This design comes from an exercise in tuning for small area, a short achievable clock period and few clock cycles per item on the open sky130 flow, not from production work. In this exercise RTL edits were held to simulation tests only and were not proved equivalent to the original. No activity file was given, so power comes from the tool's default toggle rates.

lane 5:
// line_fill_engine
module line_fill_engine #(
    parameter int LINE_BITS = 512,
    parameter int WORD_BITS = 32,
    parameter int ADDR_BITS = 32
) (
    input  logic                 clk,
    input  logic                 rst_n,
    input  logic                 req_valid,
    output logic                 req_ready,
    input  logic                 req_write,
    input  logic [ADDR_BITS-1:0] req_addr,
    input  logic [LINE_BITS-1:0] req_wdata,
    output logic                 resp_valid,
    output logic [LINE_BITS-1:0] resp_rdata,
    output logic                 mem_valid,
    input  logic                 mem_ready,
    output logic                 mem_we,
    output logic [ADDR_BITS-1:0] mem_addr,
    output logic [WORD_BITS-1:0] mem_wdata,
    input  logic                 mem_rvalid,
    input  logic [WORD_BITS-1:0] mem_rdata
);
export LEC_CHECK = 0
export CAP_MARGIN = 20
export CORE_MARGIN = 2
export CORE_UTILIZATION = 65
export CTS_CLUSTER_DIAMETER = 70
export CTS_CLUSTER_SIZE = 26
export SETUP_SLACK_MARGIN = 2.2
export SLEW_MARGIN = 20
create_clock -name core_clock -period 4.2 [get_ports {clk}]
standard.sh (not shown) runs the stock make flow with config.mk's settings and CLKGATE_MAP_FILE= SYNTH_SCRIPT=/design/flow/synth_recipe.tcl, a recipe that flattens the netlist after the stock synthesis.
==> flow/flow/run.sh <==
#!/bin/bash
# Standard layout, with a plain buf_1 as each port's buffer and the pins one
# routing track apart (so the die need not grow to fit them).
set -euo pipefail
bash standard.sh \
  "BUFFER_PORTS_ARGS=-buffer_cell sky130_fd_sc_hd__buf_1" \
  "PLACE_PINS_ARGS=-min_distance 1 -min_distance_in_tracks" \
  finish > standard.log 2>&1
Lane 5 went all the way through the flow, and no timing, DRC or antenna check failed.
Testbench counts of lane 5, summed over its fixed seeds: cycles 58,671, items 3,200.
> inputs changed (lane 5 -> lane 3)
- changing CTS_CLUSTER_SIZE from 26 to 30
- changing CTS_CLUSTER_DIAMETER from 70 to 80
## What came out
Number of DRC markers in iteration 0 in lane 3 is about 4% lower than in lane 5
In the tables for lane 3 and lane 5, power reads higher with lane 5.
Of the two candidates, lane 5 has the worse internal power summed over all cells and lane 3 the better one.
Any difference in count of pins on the block boundary between lane 5 and lane 3 is small enough to ignore.
Overall routed net length ends up higher on lane 5.

## run B
The RTL this note starts from:
==> flow/design.v <==
module lfe_line_buffer #(
    parameter int LINE_BITS     = 512,
    parameter int WORD_BITS     = 32,
    parameter int BEAT_IDX_BITS = 4
) (
    input  logic                 clk,
    input  logic                 rst_n,
    input  logic                 wr_en,
    input  logic [WORD_BITS-1:0] wr_word,
    output logic                 wr_last,    
    output logic [LINE_BITS-1:0] line
);
    localparam int BEATS = LINE_BITS / WORD_BITS;
    logic [BEAT_IDX_BITS-1:0]        wr_idx;
    logic                            clear;      
    logic [WORD_BITS-1:0]            wr_data;
    logic [BEATS-1:0][WORD_BITS-1:0] words;
    assign wr_last = wr_en && (wr_idx == BEAT_IDX_BITS'(BEATS-1));
    assign wr_data = clear ? '0 : wr_word;
    always_ff @(posedge clk or negedge rst_n) begin
        if (!rst_n) begin
            wr_idx <= '0;
            clear  <= 1'b1;
        end else begin
            clear  <= 1'b0;
            if (wr_en)
                wr_idx <= wr_idx + BEAT_IDX_BITS'(1);
        end
    end
    for (genvar k = 0; k < BEATS; k++) begin : g_word
        always_ff @(posedge clk) begin
            if (clear || (wr_en && wr_idx == BEAT_IDX_BITS'(k)))
                words[k] <= wr_data;
        end
    end
    assign line = words;
endmodule
module line_fill_engine #(
    parameter int LINE_BITS = 512,
    parameter int WORD_BITS = 32,
    parameter int ADDR_BITS = 32
) (
    input  logic                 clk,
    input  logic                 rst_n,
    input  logic                 req_valid,
    output logic                 req_ready,
    input  logic                 req_write,
    input  logic [ADDR_BITS-1:0] req_addr,
    input  logic [LINE_BITS-1:0] req_wdata,
    output logic                 resp_valid,
    output logic [LINE_BITS-1:0] resp_rdata,
    output logic                 mem_valid,
    input  logic                 mem_ready,
    output logic                 mem_we,
    output logic [ADDR_BITS-1:0] mem_addr,
    output logic [WORD_BITS-1:0] mem_wdata,
    input  logic                 mem_rvalid,
    input  logic [WORD_BITS-1:0] mem_rdata
);
    localparam int OFFSET_BITS   = 6;
    localparam int BEATS         = LINE_BITS / WORD_BITS;
    localparam int BEAT_IDX_BITS = 4;
    localparam int LBASE_BITS    = ADDR_BITS - OFFSET_BITS;
    localparam int QDEPTH        = 4;    
    logic                     src_v, src_v_nxt, src_wr;
    logic [LBASE_BITS-1:0]    src_base;
    logic [BEAT_IDX_BITS-1:0] src_cnt;               
    logic [BEATS-1:0]         src_sel;               
    logic [WORD_BITS-1:0]     src_word, ld_word;
    logic [BEATS-1:0][WORD_BITS-1:0] wbuf;           
    logic                     d_v, d_we, d_last;
    logic [LBASE_BITS-1:0]    d_base;
    logic [BEAT_IDX_BITS-1:0] d_idx;
    logic [WORD_BITS-1:0]     d_data;
    logic [QDEPTH-1:0]        q_wr;                  
    logic [1:0]               q_hd, q_tl;
    logic [QDEPTH-1:0]        t_un, t_un_nxt;        
    logic [QDEPTH-1:0]        t_uw;                  
    logic [QDEPTH-1:0]        t_cw, t_cf;            
    logic [QDEPTH-1:0]        t_cw_nxt, t_cf_nxt;
    logic                     resp_q, rdy_q;
    logic [LINE_BITS-1:0]     line;
    function automatic logic [QDEPTH-1:0] therm(input logic [QDEPTH-1:0] t,
                                                input logic inc, input logic dec);
        therm = t;
        if (inc && !dec) therm = {t[QDEPTH-2:0], 1'b1};
        if (dec && !inc) therm = {1'b0, t[QDEPTH-1:1]};
    endfunction
    logic accept, pop, src_ok, byp_ok, src_ld, byp_ld, fill_ok, n_old_le1;
    logic wb_done, fill_done, resp_wb, head_wb_nxt;
    logic unused_addr_bits;
    assign unused_addr_bits = ^req_addr[OFFSET_BITS-1:0];
    assign req_ready = rdy_q;
    assign accept    = req_valid && rdy_q;
    assign pop       = !d_v || mem_ready;
    assign n_old_le1 = src_v ? !t_un[2] : !t_un[1];
    assign fill_ok   = !t_uw[0] || n_old_le1;
    assign src_ok = src_v && (src_wr || src_cnt != '0 || fill_ok);
    assign byp_ok = !src_v && accept && (req_write || fill_ok);
    assign src_ld = pop && src_ok;
    assign byp_ld = pop && byp_ok;
    always_comb begin
        src_v_nxt = src_v;
        if (accept)
            src_v_nxt = 1'b1;
        else if (src_ld && src_sel[BEATS-1])
            src_v_nxt = 1'b0;
    end
    always_ff @(posedge clk or negedge rst_n) begin
        if (!rst_n) begin
            src_v   <= 1'b0;
            src_cnt <= '0;
            src_sel <= BEATS'(1);
        end else begin
            src_v <= src_v_nxt;
            if (accept) begin
                src_cnt <= byp_ld ? BEAT_IDX_BITS'(1) : '0;
                src_sel <= byp_ld ? BEATS'(2) : BEATS'(1);
            end else if (src_ld) begin
                src_cnt <= src_cnt + BEAT_IDX_BITS'(1);
                src_sel <= {src_sel[BEATS-2:0], src_sel[BEATS-1]};
            end
        end
    end
    always_comb begin
        src_word = '0;
        for (int k = 0; k < BEATS; k++)
            src_word = src_word | (wbuf[k] & {WORD_BITS{src_sel[k]}});
    end
    assign ld_word = src_v ? src_word : req_wdata[WORD_BITS-1:0];
    always_ff @(posedge clk) begin
        if (!src_v) begin
            src_wr   <= req_write;
            src_base <= req_addr[ADDR_BITS-1:OFFSET_BITS];
            wbuf     <= req_wdata;
        end
    end
    always_ff @(posedge clk or negedge rst_n) begin
        if (!rst_n)
            d_v <= 1'b0;
        else if (pop)
            d_v <= src_ok || byp_ok;
    end
    always_ff @(posedge clk) begin
        if (src_ld) begin
            d_we   <= src_wr;
            d_base <= src_base;
            d_idx  <= src_cnt;
            d_last <= src_sel[BEATS-1];
        end else if (byp_ld) begin
            d_we   <= req_write;
            d_base <= req_addr[ADDR_BITS-1:OFFSET_BITS];
            d_idx  <= '0;
            d_last <= 1'b0;
        end
        if (src_ld || byp_ld)
            d_data <= ld_word;
    end
    assign mem_valid = d_v;
    assign mem_we    = d_we;
    assign mem_addr  = {d_base, d_idx, 2'b00};
    assign mem_wdata = d_data;
    assign wb_done    = d_v && d_we && d_last && mem_ready;
    assign resp_wb    = q_wr[q_hd];
    assign resp_valid = resp_q;
    assign t_un_nxt = therm(t_un, accept, resp_q);
    assign t_cw_nxt = therm(t_cw, wb_done, resp_q && resp_wb);
    assign t_cf_nxt = therm(t_cf, fill_done, resp_q && !resp_wb);
    assign head_wb_nxt = resp_q ? q_wr[q_hd + 2'd1] : q_wr[q_hd];
    always_ff @(posedge clk) begin
        if (accept) q_wr[q_tl] <= req_write;
    end
    always_ff @(posedge clk or negedge rst_n) begin
        if (!rst_n) begin
            q_hd   <= '0;
            q_tl   <= '0;
            t_un   <= '0;
            t_uw   <= '0;
            t_cw   <= '0;
            t_cf   <= '0;
            resp_q <= 1'b0;
            rdy_q  <= 1'b0;
        end else begin
            q_hd   <= q_hd + 2'(resp_q);
            q_tl   <= q_tl + 2'(accept);
            t_un   <= t_un_nxt;
            t_uw   <= therm(t_uw, accept && req_write, resp_q && resp_wb);
            t_cw   <= t_cw_nxt;
            t_cf   <= t_cf_nxt;
            resp_q <= head_wb_nxt ? t_cw_nxt[0] : t_cf_nxt[0];
            rdy_q  <= !src_v_nxt && !t_un_nxt[QDEPTH-1];
        end
    end
    lfe_line_buffer u_line (
        .clk     (clk),
        .rst_n   (rst_n),
        .wr_en   (mem_rvalid),
        .wr_word (mem_rdata),
        .wr_last (fill_done),
        .line    (line)
    );
    assign resp_rdata = line;
endmodule
clock: 4.2 ns
lec_check: 0
cap_margin: 20
core_margin: 2
core_utilization: 38
cts_cluster_diameter: 80
cts_cluster_size: 30
setup_slack_margin: 2.0
slew_margin: 20
==> flow/flow/run.sh <==
#!/bin/bash
# Standard layout, with a plain buf_1 as each port's buffer.
set -euo pipefail
bash standard.sh "BUFFER_PORTS_ARGS=-buffer_cell sky130_fd_sc_hd__buf_1" finish > standard.log 2>&1
Run B | stages: all done | timing, DRC, antenna: all pass
Testbench counts of run B, summed over its fixed seeds: cycles 58,695, items 3,200.
Inputs modified between run B and run D:
Settings: CORE_UTILIZATION changed from 38 to 65; SETUP_SLACK_MARGIN changed from 2.0 to 2.2.
==> flow/flow/run.sh <==
#!/bin/bash
# Standard layout, with a plain buf_1 as each port's buffer and the pins one
# routing track apart (so the die need not grow to fit them).
set -euo pipefail
bash standard.sh \
  "BUFFER_PORTS_ARGS=-buffer_cell sky130_fd_sc_hd__buf_1" \
  "PLACE_PINS_ARGS=-min_distance 1 -min_distance_in_tracks" \
  finish > standard.log 2>&1
## What came out
- Run D vs run B on sum of routed wire length over all layers: run D is the lower one.
- The count of cells resized by post-cts repair reported for run D is greater than that of run B by 930%.
- Going from run B to run D, total global routing track utilization grows by 13 points.
- Going from run B to run D, detailed-routed wire length on met3 moved up; initial antenna violation count picked up an extra 58; total instance count after detailed placement went down by 14%.
- Maximum VDD drop sits higher in run D than in run B.
- Starting utilization of the core area in run D is 27 points above run B.
- In the tables for run B and run D, global placer's final weighted congestion reads lower with run B.
- On first-pass GRT wire length, run D does better than run B.
- Compared with run B, run D shows a lower fraction of standard cell area that is sequential.

-- re-timing with driven ports --
How much do the figures lean on ideal ports? The routed layouts below were timed once more, with nothing changed but the port constraints.
Step 1: set_driving_cell puts a clkbuf_16 on clk and a buf_2 on each other input, an assumption about the parent block.
Step 2, shift: input delay + t, output delay - t, t = (earliest + latest rising clock arrival at the registers) / 2. This alone moves slack from input paths to output paths.
Three values: no drivers, after step 1, after step 2; two values: the first two.
| run | t, ns | setup slack, ns | worst register clock-pin slew, ns |
|---|---|---|---|
| lane 5 | 0.690 | 2.050 / 1.987 / 1.566 | 0.10 / 0.10 |
| lane 3 | 0.678 | 2.062 / 1.998 / 1.549 | 0.12 / 0.12 |
| run B | 0.740 | 1.949 / 1.877 / 1.370 | 0.12 / 0.12 |
| run D | 0.686 | 2.110 / 2.046 / 1.711 | 0.12 / 0.12 |
After both steps setup and hold are still met in every run listed. For run B, which loses most, drivers alone change the setup slack by -0.072 ns; drivers and shift together by -0.579 ns.
